From an optimization exercise on the open Yosys and OpenROAD flow, aimed at a short achievable clock period and few clock cycles; shortcuts taken in it are not production practice. Function was checked by simulation only, so behaviour that the tests miss may differ from the original.

--- design/flow/design.v ---
`default_nettype none
module md_sub #(
    parameter int W = 34,
    parameter int L = 6      
) (
    input  logic [W-1:0] x,
    input  logic [W-1:0] y,
    input  logic         cin,
    output logic [W-1:0] d,
    output logic         c
);
    logic [W-1:0] p0;
    logic [W-1:0] g0;
    logic [W-1:0] pp [0:L];
    logic [W-1:0] gg [0:L];
    assign p0    = x ^ ~y;
    assign g0    = x & ~y;
    assign gg[0] = {g0[W-1:1], g0[0] | (p0[0] & cin)};
    assign pp[0] = {p0[W-1:1], 1'b0};
    for (genvar l = 0; l < L; l++) begin : g_lvl
        for (genvar j = 0; j < W; j++) begin : g_bit
            if (j >= (1 << l)) begin : g_op
                assign gg[l+1][j] = gg[l][j] | (pp[l][j] & gg[l][j-(1<<l)]);
                assign pp[l+1][j] = pp[l][j] & pp[l][j-(1<<l)];
            end else begin : g_pass
                assign gg[l+1][j] = gg[l][j];
                assign pp[l+1][j] = pp[l][j];
            end
        end
    end
    assign d = p0 ^ {gg[L][W-2:0], cin};
    assign c = gg[L][W-1];
endmodule
module md_add3 #(
    parameter int W = 35
) (
    input  logic [W-1:0] x,
    input  logic [W-1:0] y,
    input  logic [W-1:0] z,
    output logic [W-1:0] s
);
    logic [W-1:0] sv;
    logic [W-1:0] mj;
    logic         unused_c;
    assign sv = x ^ y ^ z;
    assign mj = (x & y) | (x & z) | (y & z);
    md_sub #(.W(W)) u_add (.x(sv), .y(~{mj[W-2:0], 1'b0}), .cin(1'b0), .d(s), .c(unused_c));
endmodule
module md_r8 #(
    parameter bit LAST = 1'b0
) (
    input  logic [31:0]          r,
    input  logic [2:0]           a,
    input  logic [7:1][34:0]     mb,
    input  logic [31:0]          q,
    input  logic [31:0]          qm,
    output logic [31:0]          rn,
    output logic [31:0]          rm1,
    output logic [31:0]          qn,
    output logic [31:0]          qmn
);
    logic [34:0]       t;
    logic [7:1][34:0]  dk;
    logic [7:1]        ck;
    logic [2:0]        dg;
    assign t = {r, a};
    for (genvar k = 1; k < 8; k++) begin : g_sub
        md_sub #(.W(35)) u_s (.x(t), .y(mb[k]), .cin(1'b1), .d(dk[k]), .c(ck[k]));
    end
    always_comb begin
        rn = t[31:0];
        dg = 3'd0;
        for (int k = 1; k < 8; k++) begin
            if (ck[k]) begin
                rn = dk[k][31:0];
                dg = 3'(k);
            end
        end
    end
    assign qn  = {q[28:0], dg};
    assign qmn = ck[1] ? {q[28:0], dg - 3'd1} : {qm[28:0], 3'b111};
    logic [7:0][34:0] ek;
    logic [7:0]       uk;
    if (LAST) begin : g_last
        md_sub #(.W(35)) u_e0 (.x(t), .y(35'd0), .cin(1'b0), .d(ek[0]), .c(uk[0]));
        for (genvar k = 1; k < 8; k++) begin : g_e
            md_sub #(.W(35)) u_e (.x(t), .y(mb[k]), .cin(1'b0), .d(ek[k]), .c(uk[k]));
        end
        always_comb begin
            rm1 = ek[0][31:0];
            for (int k = 1; k < 8; k++) begin
                if (ck[k]) rm1 = ek[k][31:0];
            end
        end
    end else begin : g_mid
        assign ek  = '0;
        assign uk  = '0;
        assign rm1 = 32'd0;
    end
endmodule
module md_r4_chain #(
    parameter int N     = 1,
    parameter int W     = 48,
    parameter bit LAST  = 1'b0
) (
    input  logic [31:0]  r_in,
    input  logic [W-1:0] x_in,
    input  logic [31:0]  q_in,
    input  logic [31:0]  qm_in,
    input  logic [7:1][34:0] mb,
    output logic [31:0]  r_out,
    output logic [31:0]  rm1_out,
    output logic [W-1:0] x_out,
    output logic [31:0]  q_out,
    output logic [31:0]  qm_out
);
    logic [31:0]  r  [0:N];
    logic [W-1:0] x  [0:N];
    logic [31:0]  q  [0:N];
    logic [31:0]  qm [0:N];
    logic [31:0]  rm1 [0:N];
    assign r[0]   = r_in;
    assign x[0]   = x_in;
    assign q[0]   = q_in;
    assign qm[0]  = qm_in;
    assign rm1[0] = 32'd0;
    for (genvar i = 0; i < N; i++) begin : g_st
        md_r8 #(.LAST(LAST && (i == N - 1))) u_r8 (
            .r(r[i]), .a(x[i][W-1:W-3]), .mb(mb), .q(q[i]), .qm(qm[i]),
            .rn(r[i+1]), .rm1(rm1[i+1]), .qn(q[i+1]), .qmn(qm[i+1])
        );
        assign x[i+1] = {x[i][W-4:0], 3'b000};
    end
    assign r_out   = r[N];
    assign rm1_out = rm1[N];
    assign x_out   = x[N];
    assign q_out   = q[N];
    assign qm_out  = qm[N];
endmodule
module md_unit #(
    parameter int S1 = 4,    
    parameter int S2 = 5,    
    parameter int S3 = 8     
) (
    input  logic        clk,
    input  logic        reset,
    input  logic        start,
    input  logic [2:0]  MD_OP,
    input  logic [31:0] A,
    input  logic [31:0] B,
    input  logic        cancel,
    input  logic        D_MD,
    output logic        busy,
    output logic [31:0] MD_OUT,
    output logic [31:0] HI,
    output logic [31:0] LO,
    output logic        md_stall
);
    localparam int M0 = 3 * (S1 + S2);
    localparam int M1 = M0 + 3 * S3;
    localparam int M2 = M1 + 3 * S3;
    localparam int W  = (M1 >= 32) ? M1 : M2;    
    logic         r_busy;
    logic         r_cnt;        
    logic [31:0]  r_hi;
    logic [31:0]  r_lo;
    logic         r_hi_div;     
    logic         r_lo_div;     
    logic [31:0]  r_rem;
    logic [W-1:0] r_x;
    logic [31:0]  r_q;
    logic [31:0]  r_qm;
    logic [7:1][34:0] r_mb;
    logic         r_neg_q;
    logic         r_neg_r;
    logic        w_go;
    logic        w_mul;
    logic        w_div;
    logic        w_sgn;
    logic [63:0] w_prod;
    assign w_go  = start & ~cancel & ~r_busy;
    assign w_mul = (MD_OP[2:1] == 2'b00);
    assign w_div = (MD_OP[2:1] == 2'b01) & (B != 32'd0);
    assign w_sgn = ~MD_OP[0];
    assign w_prod = {{32{w_sgn & A[31]}}, A} * {{32{w_sgn & B[31]}}, B};
    logic             w_a_neg;
    logic             w_b_neg;
    logic [31:0]      w_bx;
    logic [34:0]      w_bx35;
    logic [31:0]      w_ua;
    logic [31:0]      w_ub;
    logic [7:1][34:0] w_mb;
    assign w_a_neg = w_sgn & A[31];
    assign w_b_neg = w_sgn & B[31];
    logic w_ua_c;
    logic w_ub_c;
    md_sub #(.W(32), .L(5)) u_ua (.x(A ^ {32{w_a_neg}}), .y(32'hFFFF_FFFF), .cin(w_a_neg),
                                 .d(w_ua), .c(w_ua_c));
    assign w_bx    = B ^ {32{w_b_neg}};
    assign w_bx35  = {3'b000, w_bx};
    md_sub #(.W(32), .L(5)) u_ub (.x(w_bx), .y(32'hFFFF_FFFF), .cin(w_b_neg),
                                 .d(w_ub), .c(w_ub_c));
    assign w_mb[1] = {3'b000, w_ub};
    assign w_mb[2] = {2'b00, w_ub, 1'b0};
    assign w_mb[4] = {1'b0, w_ub, 2'b00};
    md_add3 #(.W(35)) u_m3 (.x(w_bx35), .y(w_bx35 << 1),
                            .z({33'd0, w_b_neg, w_b_neg}), .s(w_mb[3]));
    md_add3 #(.W(35)) u_m5 (.x(w_bx35), .y(w_bx35 << 2),
                            .z({32'd0, w_b_neg, 1'b0, w_b_neg}), .s(w_mb[5]));
    assign w_mb[6] = {w_mb[3][33:0], 1'b0};
    md_add3 #(.W(35)) u_m7 (.x(w_bx35 << 3), .y(~w_bx35),
                            .z({31'd0, w_b_neg, 2'b00, ~w_b_neg}), .s(w_mb[7]));
    logic w_fit0;
    logic w_fit1;
    logic [31:0] w_f0_d;
    logic        w_f0_c;
    md_sub #(.W(32), .L(5)) u_fit0 (.x(w_ua >> M0), .y(w_ub), .cin(1'b1), .d(w_f0_d), .c(w_f0_c));
    assign w_fit0 = ~w_f0_c;
    if (M1 >= 32) begin : g_fit1_all
        assign w_fit1 = 1'b1;
    end else begin : g_fit1_cmp
        logic [31:0] f1_d;
        logic        f1_c;
        md_sub #(.W(32), .L(5)) u_fit1 (.x(w_ua >> M1), .y(w_ub), .cin(1'b1), .d(f1_d), .c(f1_c));
        assign w_fit1 = ~f1_c;
    end
    logic [31:0]  w_rem_o [0:2];
    logic [W-1:0] w_x_o   [0:2];
    logic [31:0]  w_q_o   [0:2];
    logic [31:0]  w_qm_o  [0:2];
    for (genvar n = 0; n < 3; n++) begin : g_opt
        localparam int MN = M0 + 3 * S3 * n;
        localparam int MI = MN - 3 * S1;      
        logic [W+31:0] init;
        if (MI >= 32) begin : g_zero
            assign init        = {{W{1'b0}}, w_ua} << (W - MI);
            assign w_rem_o[n]  = init[W+31:W];
            assign w_x_o[n]    = init[W-1:0];
            assign w_q_o[n]    = 32'd0;
            assign w_qm_o[n]   = 32'hFFFF_FFFF;
        end else begin : g_steps
            logic [31:0] rm1_unused;
            assign init = {{W{1'b0}}, w_ua} << (W - MN);
            md_r4_chain #(.N(S1), .W(W)) u_iss (
                .r_in(init[W+31:W]), .x_in(init[W-1:0]), .q_in(32'd0), .qm_in(32'hFFFF_FFFF),
                .mb(w_mb),
                .r_out(w_rem_o[n]), .rm1_out(rm1_unused), .x_out(w_x_o[n]),
                .q_out(w_q_o[n]), .qm_out(w_qm_o[n])
            );
        end
    end
    logic [1:0] w_sel;
    assign w_sel = w_fit0 ? 2'd0 : (w_fit1 ? 2'd1 : 2'd2);
    logic [31:0]  w_rem_bsy;
    logic [W-1:0] w_x_bsy;
    logic [31:0]  w_q_bsy;
    logic [31:0]  w_qm_bsy;
    logic [31:0]  w_rm1_bsy;
    md_r4_chain #(.N(S3), .W(W)) u_bsy (
        .r_in(r_rem), .x_in(r_x), .q_in(r_q), .qm_in(r_qm), .mb(r_mb),
        .r_out(w_rem_bsy), .rm1_out(w_rm1_bsy), .x_out(w_x_bsy),
        .q_out(w_q_bsy), .qm_out(w_qm_bsy)
    );
    always_ff @(posedge clk) begin
        if (reset) begin
            r_busy   <= 1'b0;
            r_cnt    <= 1'b0;
            r_hi     <= 32'd0;
            r_lo     <= 32'd0;
            r_hi_div <= 1'b0;
            r_lo_div <= 1'b0;
        end else if (r_busy) begin
            r_busy <= r_cnt;
            r_cnt  <= 1'b0;
        end else if (w_go) begin
            if (w_mul) begin
                r_hi     <= w_prod[63:32];
                r_lo     <= w_prod[31:0];
                r_hi_div <= 1'b0;
                r_lo_div <= 1'b0;
            end else if (w_div) begin
                r_busy   <= ~w_fit0;
                r_cnt    <= ~w_fit0 & ~w_fit1;
                r_hi_div <= 1'b1;
                r_lo_div <= 1'b1;
            end else if (MD_OP == 3'b100) begin
                r_hi     <= A;
                r_hi_div <= 1'b0;
            end else if (MD_OP == 3'b101) begin
                r_lo     <= A;
                r_lo_div <= 1'b0;
            end
        end
    end
    always_ff @(posedge clk) begin
        if (r_busy) begin
            r_rem <= w_rem_bsy;
            r_x   <= w_x_bsy;
            r_q   <= w_q_bsy;
            r_qm  <= w_qm_bsy;
        end else if (w_go & w_div) begin
            r_rem   <= w_rem_o[w_sel];
            r_x     <= w_x_o[w_sel];
            r_q     <= w_q_o[w_sel];
            r_qm    <= w_qm_o[w_sel];
            r_mb    <= w_mb;
            r_neg_q <= w_a_neg ^ w_b_neg;
            r_neg_r <= w_a_neg;
        end
    end
    logic [31:0]  w_rem_out;
    logic [31:0]  w_rm1_out;
    logic [W-1:0] w_x_out;
    logic [31:0]  w_q_out;
    logic [31:0]  w_qm_out;
    logic [31:0]  w_quo;
    logic [31:0]  w_rmd;
    md_r4_chain #(.N(S2), .W(W), .LAST(1'b1)) u_out (
        .r_in(r_rem), .x_in(r_x), .q_in(r_q), .qm_in(r_qm), .mb(r_mb),
        .r_out(w_rem_out), .rm1_out(w_rm1_out), .x_out(w_x_out),
        .q_out(w_q_out), .qm_out(w_qm_out)
    );
    assign w_quo = r_neg_q ? ~w_qm_out  : w_q_out;
    assign w_rmd = r_neg_r ? ~w_rm1_out : w_rem_out;
    assign busy     = r_busy;
    assign HI       = r_hi_div ? w_rmd : r_hi;
    assign LO       = r_lo_div ? w_quo : r_lo;
    assign md_stall = D_MD & (r_busy | (start & ~cancel));
    assign MD_OUT   = (MD_OP == 3'b110) ? HI :
                      (MD_OP == 3'b111) ? LO : 32'd0;
endmodule
`default_nettype wire
--- design/flow/config.mk ---
export PLATFORM = sky130hd
export DESIGN_NAME = md_unit
export DESIGN_NICKNAME = md_unit
export VERILOG_FILES = /design/flow/design.v
export SDC_FILE = /design/flow/constraint.sdc
export NUM_CORES = 4
export LEC_CHECK = 0
export CAP_MARGIN = 30
export CORE_MARGIN = 2
export CORE_UTILIZATION = 40
export SLEW_MARGIN = 30
export SYNTH_HIERARCHICAL = 1
export SETUP_SLACK_MARGIN = 53
export TNS_END_PERCENT = 100
export DONT_USE_CELLS += sky130_fd_sc_hd__clkdlybuf4s15_1 sky130_fd_sc_hd__clkdlybuf4s15_2 sky130_fd_sc_hd__clkdlybuf4s18_1 sky130_fd_sc_hd__clkdlybuf4s18_2 sky130_fd_sc_hd__clkdlybuf4s25_1 sky130_fd_sc_hd__clkdlybuf4s25_2 sky130_fd_sc_hd__clkdlybuf4s50_1 sky130_fd_sc_hd__clkdlybuf4s50_2 sky130_fd_sc_hd__dlygate4sd1_1 sky130_fd_sc_hd__dlygate4sd2_1 sky130_fd_sc_hd__dlygate4sd3_1 sky130_fd_sc_hd__dlymetal6s2s_1 sky130_fd_sc_hd__dlymetal6s4s_1 sky130_fd_sc_hd__dlymetal6s6s_1
--- design/flow/standard.sh ---
#!/bin/bash
# synth_recipe.tcl (not shown) runs the flow's synth.tcl, then flattens the netlist and writes it again
# the make line also repeats each setting of config.mk as NAME=value (left out here)
make -C /OpenROAD-flow-scripts/flow DESIGN_CONFIG=/design/flow/config.mk WORK_HOME=/design/flow/orfs CLKGATE_MAP_FILE= SYNTH_SCRIPT=/design/flow/synth_recipe.tcl "${@:-finish}"
--- design/flow/constraint.sdc ---
create_clock -name core_clock -period 90.0 [get_ports {clk}]
set_input_delay 18.0000 -clock core_clock [delete_from_list [all_inputs] [get_ports {clk}]]
set_output_delay 18.0000 -clock core_clock [all_outputs]
set_load 0.01 [all_outputs]
--- design/flow/flow/run.sh ---
#!/bin/bash
# Standard ORFS flow with timing repair aimed below the clock period and
# without the slow delay cells as buffers. The SDC is the design's, unchanged.
set -euo pipefail
# 1. The standard synthesis, unchanged.
bash standard.sh synth > flow_synth.log 2>&1
# 2. Layout: repair setup timing toward a tighter target through the
#    setup slack margin, and keep delay cells out of buffering.
cat >> config.mk <<'EOC'
export SETUP_SLACK_MARGIN = 53
export TNS_END_PERCENT = 100
export DONT_USE_CELLS += sky130_fd_sc_hd__clkdlybuf4s15_1 sky130_fd_sc_hd__clkdlybuf4s15_2 sky130_fd_sc_hd__clkdlybuf4s18_1 sky130_fd_sc_hd__clkdlybuf4s18_2 sky130_fd_sc_hd__clkdlybuf4s25_1 sky130_fd_sc_hd__clkdlybuf4s25_2 sky130_fd_sc_hd__clkdlybuf4s50_1 sky130_fd_sc_hd__clkdlybuf4s50_2 sky130_fd_sc_hd__dlygate4sd1_1 sky130_fd_sc_hd__dlygate4sd2_1 sky130_fd_sc_hd__dlygate4sd3_1 sky130_fd_sc_hd__dlymetal6s2s_1 sky130_fd_sc_hd__dlymetal6s4s_1 sky130_fd_sc_hd__dlymetal6s6s_1
EOC
bash standard.sh finish > flow_finish.log 2>&1
==> results.cfg, run 1 <==
[timing]
tightest_slew_ns = 2.75
fin_skew_ns = 0.181
finalSetupTns_ns = 0
fmax_ghz = 0.0268
rsz0062_at_grt = yes
drv_slew = 10
hold_violations = 0
fin_crit_ns = 37.33
slew-limit-headroom = -0.832
period_share = 0.415
finalSetupViolCount = 0

[placement]
io_buffers = 169
hpwl_mm = 1790
place_congestion = 1.10

[critical_path]
cpMostUsedCell = a21oi_1
crit_start = r_mb[120]$_DFFE_PP_
rr_startpoint = r_mb[120]$_DFFE_PP_
ff2ff_setup_slack_ns = 52.67
crit_type = reg2reg
critPathRequiredTime_ns = 90.53
end_kind = flop
cp-endpoint = r_qm[16]$_DFFE_PP_
worstSetupStartpointType = flop
cpPeakStageDelay_ns = 0.91
cp.arrival_ns = 37.86
slowest_stage = a31o_2
reg2reg_to = r_qm[16]$_DFFE_PP_
reg2reg_depth = 117
cp_max_fo = 43

[clock_network]
tritoncts = yes
clock_path_buffers = 3
cts-buffers-inserted = 54
htreeDepth = 2
clockRootBuffer = clkbuf_16
clk_latency_ns = 0.89
clk_pin_slew_ns = 0.07
clkSinkCount = 323

[floorplan]
die_h_um = 955
core_mm2 = 0.902
start_util = 0.401
dieWidth_um = 955
rows = 349
num_io_pins = 170
dieArea_mm2 = 0.911

[grt]
grt_max_degree = 71
grt_pass1_wl_mm = 2950
grt_usage = 0.455
overflow = 0
antenna_found_initial = 441
grt_pass1_vias = 368000

[drt]
via_count = 413000
drt-met1-wl_mm = 834
drc = 0
via_per_inst = 6.40
top_layer_used = met5
dr.pass1.iters = 8
wl_met2_mm = 878
wire_per_inst_um = 34.0
first_iter_violations = 56700
wl_mm = 2200
antenna_left = 0
met3WireLength_mm = 254

[synth]
ys_warn_count = 56
synthesis.instances = 51800
synth_area_per_cell_um2 = 6.98
syn_area_mm2 = 0.361

[layout]
drive_above_1_share = 0.0741
final_common_cell = inv_1
nets = 58200
final_cell_mix = inv_1 (7516), nand2_1 (5184), a21oi_1 (4823)
area.growth.synth_to_final_pct = 8.27
fill_cells = 96200

[run_status]
outcome = finished with violations
violations = max-slew violations

[job]
maxCapViolCount = 0

[worst_hold_path]
holdCritPathClass = reg2reg
## worst min path at each step
stage                          startpoint                    end  slack, ns  cells past startpoint
floorplan            r_lo[0]$_SDFFE_PP0P_   r_lo[0]$_SDFFE_PP0P_       0.43                      2
global placement    r_hi[14]$_SDFFE_PP0P_  r_hi[14]$_SDFFE_PP0P_       0.44                      2
detailed placement  r_hi[14]$_SDFFE_PP0P_  r_hi[14]$_SDFFE_PP0P_       0.46                      2
CTS                 r_hi[14]$_SDFFE_PP0P_  r_hi[14]$_SDFFE_PP0P_       0.46                      2
global route        r_hi[14]$_SDFFE_PP0P_  r_hi[14]$_SDFFE_PP0P_       0.51                      2
finish              r_hi[14]$_SDFFE_PP0P_  r_hi[14]$_SDFFE_PP0P_       0.47                      2
## metal layers
layer | GRT usage | vias to the layer above
li1 | - | 184000
met1 | 0.554 | 196000
met4 | 0.406 | 134
met2 | 0.642 | 26500
met5 | 0 | -
met3 | 0.139 | 6616
## critical path: cells and delay by family, from the launching register on
kind / cells / cell delay, ns
and+or+nand+nor: 34 / 8.68
buffers and inverters: 27 / 10.85
DFF: 1 / 0.45
adders and majority gates: 8 / 3.31
AOI/OAI and AO/OA: 47 / 13.02
muxes: 1 / 0.30
## stage by stage
step,worst slack (ns),instance area [um2],hold slack [ns],util,std cells
floorplan,52.99,365000,0.429,-,52600
global placement,46.11,377000,0.443,0.418,63200
detailed placement,46.26,378000,0.456,0.419,63300
CTS,52.82,385000,0.465,0.427,63600
global route,52.80,390000,0.510,0.433,64100
finish,52.67,391000,0.466,0.434,64600
## sequential cells by signal, indices dropped and copies added, names as in the netlist
register,count
r_mb,137
r_x,51
r_hi,32
r_lo,32
r_rem,32
r_q,17
r_qm,17
r_busy,1
r_hi_div,1
r_lo_div,1
r_neg_q,1
r_neg_r,1
## area by class of cell
class                      count  area [um2]  area share
antenna                      649        1620     0.00415
clock buffer                  61        1440     0.00368
clock inverter                41         410     0.00105
inverter                    7536       28300      0.0724
multi-input combinational  41900      321000       0.821
sequential                   323        9030      0.0231
tap                        11900       14900      0.0382
timing repair buffer        2108       14400      0.0367
timing repair inverter         2        15.0   0.0000384
## repair_timing
action	in CTS	in global routing
hold buffers	0	0
setup endpoints to repair	148	148
cloned	32	17
buffers inserted	242	270
pin swaps	99	120
gates resized for setup	831	695
Testbench counts, summed over its fixed seeds: cycles 24,183.
==> inputs of run 2 (changes only) <==
--- a/design/flow/design.v
+++ b/design/flow/design.v
@@ -139,6 +139,17 @@
 endmodule
+module md_mfsel (
+    input  logic [2:0]  op,
+    input  logic [31:0] hi,
+    input  logic [31:0] lo,
+    output logic [31:0] y
+);
+    logic en;
+    assign en = op[2] & op[1];
+    assign y  = {32{en}} & (op[0] ? lo : hi);
+endmodule
 module md_unit #(
-    parameter int S1 = 4,    
+    parameter int S1 = 5,    
     parameter int S2 = 5,    
-    parameter int S3 = 8     
+    parameter int S3 = 3,    
+    parameter int NB = 2     
 ) (
@@ -159,7 +170,6 @@
     localparam int M0 = 3 * (S1 + S2);
-    localparam int M1 = M0 + 3 * S3;
-    localparam int M2 = M1 + 3 * S3;
-    localparam int W  = (M1 >= 32) ? M1 : M2;    
+    localparam int M1 = M0 + 3 * S3 * NB;
+    localparam int W  = M1;                      
     logic         r_busy;
-    logic         r_cnt;        
+    logic [1:0]   r_cnt;        
     logic [31:0]  r_hi;
@@ -212,4 +222,3 @@
                             .z({31'd0, w_b_neg, 2'b00, ~w_b_neg}), .s(w_mb[7]));
-    logic w_fit0;
-    logic w_fit1;
+    logic        w_fit0;
     logic [31:0] w_f0_d;
@@ -218,37 +227,17 @@
     assign w_fit0 = ~w_f0_c;
-    if (M1 >= 32) begin : g_fit1_all
-        assign w_fit1 = 1'b1;
-    end else begin : g_fit1_cmp
-        logic [31:0] f1_d;
-        logic        f1_c;
-        md_sub #(.W(32), .L(5)) u_fit1 (.x(w_ua >> M1), .y(w_ub), .cin(1'b1), .d(f1_d), .c(f1_c));
-        assign w_fit1 = ~f1_c;
-    end
-    logic [31:0]  w_rem_o [0:2];
-    logic [W-1:0] w_x_o   [0:2];
-    logic [31:0]  w_q_o   [0:2];
-    logic [31:0]  w_qm_o  [0:2];
-    for (genvar n = 0; n < 3; n++) begin : g_opt
-        localparam int MN = M0 + 3 * S3 * n;
-        localparam int MI = MN - 3 * S1;      
-        logic [W+31:0] init;
-        if (MI >= 32) begin : g_zero
-            assign init        = {{W{1'b0}}, w_ua} << (W - MI);
-            assign w_rem_o[n]  = init[W+31:W];
-            assign w_x_o[n]    = init[W-1:0];
-            assign w_q_o[n]    = 32'd0;
-            assign w_qm_o[n]   = 32'hFFFF_FFFF;
-        end else begin : g_steps
-            logic [31:0] rm1_unused;
-            assign init = {{W{1'b0}}, w_ua} << (W - MN);
-            md_r4_chain #(.N(S1), .W(W)) u_iss (
-                .r_in(init[W+31:W]), .x_in(init[W-1:0]), .q_in(32'd0), .qm_in(32'hFFFF_FFFF),
-                .mb(w_mb),
-                .r_out(w_rem_o[n]), .rm1_out(rm1_unused), .x_out(w_x_o[n]),
-                .q_out(w_q_o[n]), .qm_out(w_qm_o[n])
-            );
-        end
-    end
-    logic [1:0] w_sel;
-    assign w_sel = w_fit0 ? 2'd0 : (w_fit1 ? 2'd1 : 2'd2);
+    logic [W+31:0] w_init0;
+    logic [W+31:0] w_init1;
+    logic [31:0]   w_rem_iss;
+    logic [W-1:0]  w_x_iss;
+    logic [31:0]   w_q_iss;
+    logic [31:0]   w_qm_iss;
+    logic [31:0]   w_rm1_unused;
+    assign w_init0 = {{W{1'b0}}, w_ua} << (W - M0);
+    assign w_init1 = {{W{1'b0}}, w_ua} << (W - M1 + 3 * S1);
+    md_r4_chain #(.N(S1), .W(W)) u_iss (
+        .r_in(w_init0[W+31:W]), .x_in(w_init0[W-1:0]), .q_in(32'd0), .qm_in(32'hFFFF_FFFF),
+        .mb(w_mb),
+        .r_out(w_rem_iss), .rm1_out(w_rm1_unused), .x_out(w_x_iss),
+        .q_out(w_q_iss), .qm_out(w_qm_iss)
+    );
     logic [31:0]  w_rem_bsy;
@@ -266,3 +255,3 @@
             r_busy   <= 1'b0;
-            r_cnt    <= 1'b0;
+            r_cnt    <= 2'd0;
             r_hi     <= 32'd0;
@@ -272,4 +261,4 @@
         end else if (r_busy) begin
-            r_busy <= r_cnt;
-            r_cnt  <= 1'b0;
+            r_busy <= (r_cnt != 2'd0);
+            r_cnt  <= (r_cnt != 2'd0) ? r_cnt - 2'd1 : 2'd0;
         end else if (w_go) begin
@@ -282,3 +271,3 @@
                 r_busy   <= ~w_fit0;
-                r_cnt    <= ~w_fit0 & ~w_fit1;
+                r_cnt    <= w_fit0 ? 2'd0 : 2'(NB - 1);
                 r_hi_div <= 1'b1;
@@ -301,6 +290,6 @@
         end else if (w_go & w_div) begin
-            r_rem   <= w_rem_o[w_sel];
-            r_x     <= w_x_o[w_sel];
-            r_q     <= w_q_o[w_sel];
-            r_qm    <= w_qm_o[w_sel];
+            r_rem   <= w_fit0 ? w_rem_iss : w_init1[W+31:W];
+            r_x     <= w_fit0 ? w_x_iss   : w_init1[W-1:0];
+            r_q     <= w_fit0 ? w_q_iss   : 32'd0;
+            r_qm    <= w_fit0 ? w_qm_iss  : 32'hFFFF_FFFF;
             r_mb    <= w_mb;
@@ -328,4 +317,3 @@
     assign md_stall = D_MD & (r_busy | (start & ~cancel));
-    assign MD_OUT   = (MD_OP == 3'b110) ? HI :
-                      (MD_OP == 3'b111) ? LO : 32'd0;
+    md_mfsel u_mf (.op(MD_OP), .hi(HI), .lo(LO), .y(MD_OUT));
 endmodule
==> run 2 against run 1 <==
Effect of this change:
- the layout fails its checks (antenna violations, max-slew violations)
- first-iteration DRC count fell by 21%
- wire length decreased by 20%
- maximum frequency about the same
- sequential share of layout area is 0.40 points higher
- critical path depth down 43
- worst setup slack worse by 0.0023 ns
- register-to-register slack improved by 20 ns
- clock skew fell by 0.092 ns
==> results.cfg, run 2 <==
[critical_path]
crit_type = reg2out
rr_startpoint = r_mb[183]$_DFFE_PP_
crit_start = r_mb[131]$_DFFE_PP_
cp-endpoint = MD_OUT[28]
worstSetupStartpointType = flop
end_kind = primary output
critPathRequiredTime_ns = 72.00
cpPeakStageDelay_ns = 0.92
reg2reg_depth = 45
cpMostUsedCell = nand2_1
ff2ff_setup_slack_ns = 72.30
reg2reg_to = r_rem[13]$_DFFE_PP_
slowest_stage = edfxtp_1
cp.arrival_ns = 19.33
cp_max_fo = 36

[floorplan]
rows = 317
dieWidth_um = 867
start_util = 0.401
core_mm2 = 0.744
num_io_pins = 170
die_h_um = 867
dieArea_mm2 = 0.752

[clock_network]
clkSinkCount = 322
clk_pin_slew_ns = 0.06
clockRootBuffer = clkbuf_16
tritoncts = yes
cts-buffers-inserted = 48
clk_latency_ns = 0.77
clock_path_buffers = 3
htreeDepth = 2

[synth]
synthesis.instances = 42300
syn_area_mm2 = 0.298
synth_area_per_cell_um2 = 7.06
ys_warn_count = 48

[drt]
wire_per_inst_um = 33.0
top_layer_used = met5
wl_met2_mm = 698
drc = 0
drt-met1-wl_mm = 651
dr.pass1.iters = 7
antenna_left = 1
met3WireLength_mm = 220
via_count = 343000
via_per_inst = 6.46
first_iter_violations = 45100
wl_mm = 1750

[timing]
fin_crit_ns = 37.33
rsz0062_at_grt = yes
fin_skew_ns = 0.0895
fmax_ghz = 0.0268
hold_violations = 0
final.setup.worst_slack_ns = 52.67
finalSetupTns_ns = 0
hold-worst-slack_ns = 0.456
tightest_slew_ns = 2.48
drv_slew = 11
period_share = 0.415
slew-limit-headroom = -0.656
finalSetupViolCount = 0

[placement]
io_buffers = 169
place_ws_ns = 42.19
dp_cells = 51800
hpwl_mm = 1390
place_congestion = 1.13

[layout]
area.growth.synth_to_final_pct = 11.1
drive_above_1_share = 0.0964
final_common_cell = inv_1
final_cell_mix = inv_1 (6292), nand2_1 (4247), a21oi_1 (3622)
final_cell_count_no_fill = 53100
largest_reg_flops = 137
reg_top3 = r_mb x137, r_x x48
nets = 48100
fill_cells = 77200
regMostFlops = r_mb

[job]
maxCapViolCount = 0

[grt]
overflow = 0
antenna_found_initial = 265
grt_pass1_vias = 311000
grt_usage = 0.439
grt_max_degree = 70
grt_pass1_wl_mm = 2360

[run_status]
violations = antenna violations, max-slew violations
outcome = finished with violations

[worst_hold_path]
holdCritPathClass = reg2reg
==> run 2: per-stage QoR <==
stage	util	cell area, um2
after global placement	0.417	310000
after detailed placement	0.419	312000
after CTS	0.434	323000
after global routing	0.444	330000
after floorplan	-	301000
final	0.445	331000
==> run 2: how the worst min path moves through the flow <==
stage,start,endpoint,slack [ns],depth (start not counted)
after floorplan,r_lo[18]$_SDFFE_PP0P_,r_lo[18]$_SDFFE_PP0P_,0.43,2
after global placement,r_lo[18]$_SDFFE_PP0P_,r_lo[18]$_SDFFE_PP0P_,0.44,2
after detailed placement,r_lo[18]$_SDFFE_PP0P_,r_lo[18]$_SDFFE_PP0P_,0.45,2
after CTS,r_lo[18]$_SDFFE_PP0P_,r_lo[18]$_SDFFE_PP0P_,0.46,2
after global routing,r_lo[0]$_SDFFE_PP0P_,r_lo[0]$_SDFFE_PP0P_,0.48,2
final,r_lo[0]$_SDFFE_PP0P_,r_lo[0]$_SDFFE_PP0P_,0.46,2
==> run 2: area by class of cell <==
type | instances | area, um2 | share of cell area
antenna | 325 | 813 | 0.00246
clock buffer | 58 | 1270 | 0.00383
clock inverter | 32 | 348 | 0.00105
inverter | 6311 | 23700 | 0.0717
multi-input combinational | 34000 | 267000 | 0.806
sequential | 322 | 8980 | 0.0271
tap | 9889 | 12400 | 0.0374
timing repair buffer | 2150 | 16700 | 0.0503
timing repair inverter | 2 | 12.5 | 0.0000378
==> run 2: worst max-delay path: cells and delay by family (launching register included) <==
family / cells / cell delay, ns
compound gates: 29 / 6.46
fa+ha+maj: 5 / 1.83
buf+inv: 17 / 4.01
flops: 1 / 0.92
mux: 3 / 0.56
simple gates: 20 / 4.59
==> run 2: what timing repair did <==
action                      CTS  global route
gates cloned                 35            27
pin swaps                   237           225
hold buffers                  0             0
gates resized for setup    1374          1230
setup endpoints to repair   153           148
setup buffers               469           388
==> run 2: routing by layer <==
metal  GRT usage  vias to the layer above
met5     0.00235                        -
met4       0.393                      128
met3       0.152                     6408
met2       0.618                    23400
met1       0.523                   164000
li1            -                   149000
Testbench counts of run 2, summed over its fixed seeds: cycles 24,114.
==> inputs of run 3 (changes only) <==
--- a/design/flow/design.v
+++ b/design/flow/design.v
@@ -150,3 +150,3 @@
 module md_unit #(
-    parameter int S1 = 5,    
+    parameter int S1 = 4,    
     parameter int S2 = 5,    
==> run 3 against run 2 <==
Effect of this change:
- the layout fails its checks (max-slew violations)
- wire length shrank 5.2%
- maximum frequency grew 0.78%
- non-clock buffer count shrank 378
- global-route usage grew 0.22 points
- count of clock-buffer cells in the layout shrank 1
- synthesized area shrank 5.6%
- critical path type is now in2reg
- largest cell class unchanged
==> results.cfg, run 3 <==
[drt]
dr.pass1.iters = 7
via_count = 322000
wire_per_inst_um = 33.4
antenna_left = 0
drc = 0
via_per_inst = 6.47
first_iter_violations = 42300
wl_mm = 1660

[clock_network]
htreeDepth = 2
clk_latency_ns = 0.86
clockRootBuffer = clkbuf_16
clkSinkCount = 319
cts-buffers-inserted = 51
clock_path_buffers = 3
clk_pin_slew_ns = 0.06
tritoncts = yes
cts_hold_buf = 0

[layout]
largest_reg_flops = 137
area.growth.synth_to_final_pct = 9.42
final_common_cell = inv_1
final_cell_mix = inv_1 (5981), nand2_1 (4010), a21oi_1 (3508)
drive_above_1_share = 0.0796
fill_cells = 73000
regMostFlops = r_mb
reg_top3 = r_mb x137, r_x x45
nets = 45100

[timing]
fmax_ghz = 0.0270
rsz0062_at_grt = yes
drv_slew = 6
period_share = 0.412
finalSetupViolCount = 0
fin_crit_ns = 37.04
slew-limit-headroom = -0.291
hold-worst-slack_ns = 0.457
tightest_slew_ns = 1.94
finalSetupTns_ns = 0
fin_skew_ns = 0.163
hold_violations = 0

[grt]
overflow = 0
grt_max_degree = 81
grt_pass1_wl_mm = 2250
grt_pass1_vias = 294000
grt_usage = 0.441
antenna_found_initial = 271

[job]
maxCapViolCount = 0

[floorplan]
core_mm2 = 0.702
dieArea_mm2 = 0.710
die_h_um = 843
dieWidth_um = 843
num_io_pins = 170
start_util = 0.401
rows = 308

[critical_path]
critPathRequiredTime_ns = 90.62
cpPeakStageDelay_ns = 0.78
cp_top_family = buffers and inverters
cp_max_fo = 42
cp.arrival_ns = 37.66
cpMostUsedCell = ha_1
crit_type = in2reg
end_kind = flop
slowest_stage = buf_1
worstSetupStartpointType = primary input
cp_num_buf_inv = 19

[placement]
hpwl_mm = 1330
io_buffers = 169
place_congestion = 1.12

[worst_hold_path]
holdCritPathClass = reg2reg

[synth]
syn_area_mm2 = 0.281
synthesis.instances = 39800
ys_warn_count = 48
synth_area_per_cell_um2 = 7.07

[run_status]
violations = max-slew violations
outcome = finished with violations
## run 3: metrics by stage
| stage | util | std cells | setup slack [ns] | instance area [um2] |
|---|---|---|---|---|
| after floorplan | - | 40500 | 53.45 | 284000 |
| after global placement | 0.418 | 48700 | 45.07 | 293000 |
| after detailed placement | 0.420 | 48800 | 45.03 | 295000 |
| after CTS | 0.432 | 49200 | 53.00 | 303000 |
| after global routing | 0.438 | 49500 | 52.88 | 307000 |
| final | 0.439 | 49800 | 52.96 | 308000 |
## run 3: per-layer routing
layer	track usage	wire (um)	vias up
li1	-	-	140000
met1	0.533	616000	155000
met2	0.637	670000	21900
met3	0.123	195000	5624
met4	0.389	178000	90
met5	0.00113	722	-
## run 3: area by class of cell
class	count	area, um2	share of cell area
flip-flops and latches	319	8900	0.0289
inverters	5999	22600	0.0733
clock inverters	36	417	0.00135
repair buffers	1772	13000	0.0422
clock buffers	57	1340	0.00436
multi-input cells	32000	249000	0.810
diodes	313	783	0.00254
well taps	9300	11600	0.0378
## run 3: repair_timing
item                                   CTS  global route
setup endpoints to repair              151           148
gates cloned                            27            11
pin swaps                              148            96
endpoints found under the hold margin    0             0
gates resized for setup                975           590
setup buffers                          334           202
## run 3: tightest hold or removal path, delay by kind of cell (launching register included)
kind / cells / cell delay [ns]
simple gates: 1 / 0.05
compound gates: 1 / 0.05
flops: 1 / 0.31
## run 3: worst paths after layout
check                       start                   end  depth (start not counted)  slack [ns]
max reg2reg   r_mb[203]$_DFFE_PP_    r_rem[3]$_DFFE_PP_                         48       71.40
max                         B[31]   r_rem[25]$_DFFE_PP_                         66       52.96
min reg2reg  r_hi[0]$_SDFFE_PP0P_  r_hi[0]$_SDFFE_PP0P_                          2        0.46
min          r_hi[0]$_SDFFE_PP0P_  r_hi[0]$_SDFFE_PP0P_                          2        0.46
Testbench counts of run 3, summed over its fixed seeds: cycles 24,358.

==> separate check: timing with driven ports <==
The results above use ideal ports. As a check the final layouts listed here were re-extracted and re-timed, cells and wires unchanged.
Step 1, drivers: a clkbuf_16 drives clk and a buf_2 each remaining input, both assumed.
Step 2 also shifts input and output timing later by t, the mid clock arrival at the registers, as if the neighbouring blocks saw the same clock.
Three values: no drivers, after step 1, after step 2; two values: the first two.
| run | shift t [ns] | setup WS [ns] | worst setup path after step 2 | cell pins on the clock port's net |
|---|---|---|---|---|
| run 1 | 0.973 | 52.670 / 52.670 / 52.013 | input to register | 1 |
| run 2 | 0.836 | 52.667 / 52.542 / 52.129 | input to register | 1 |
| run 3 | 0.863 | 52.957 / 52.875 / 52.143 | input to register | 1 |
The setup slack of run 3, which loses most, moves by -0.082 ns with the drivers and by -0.814 ns with both steps.
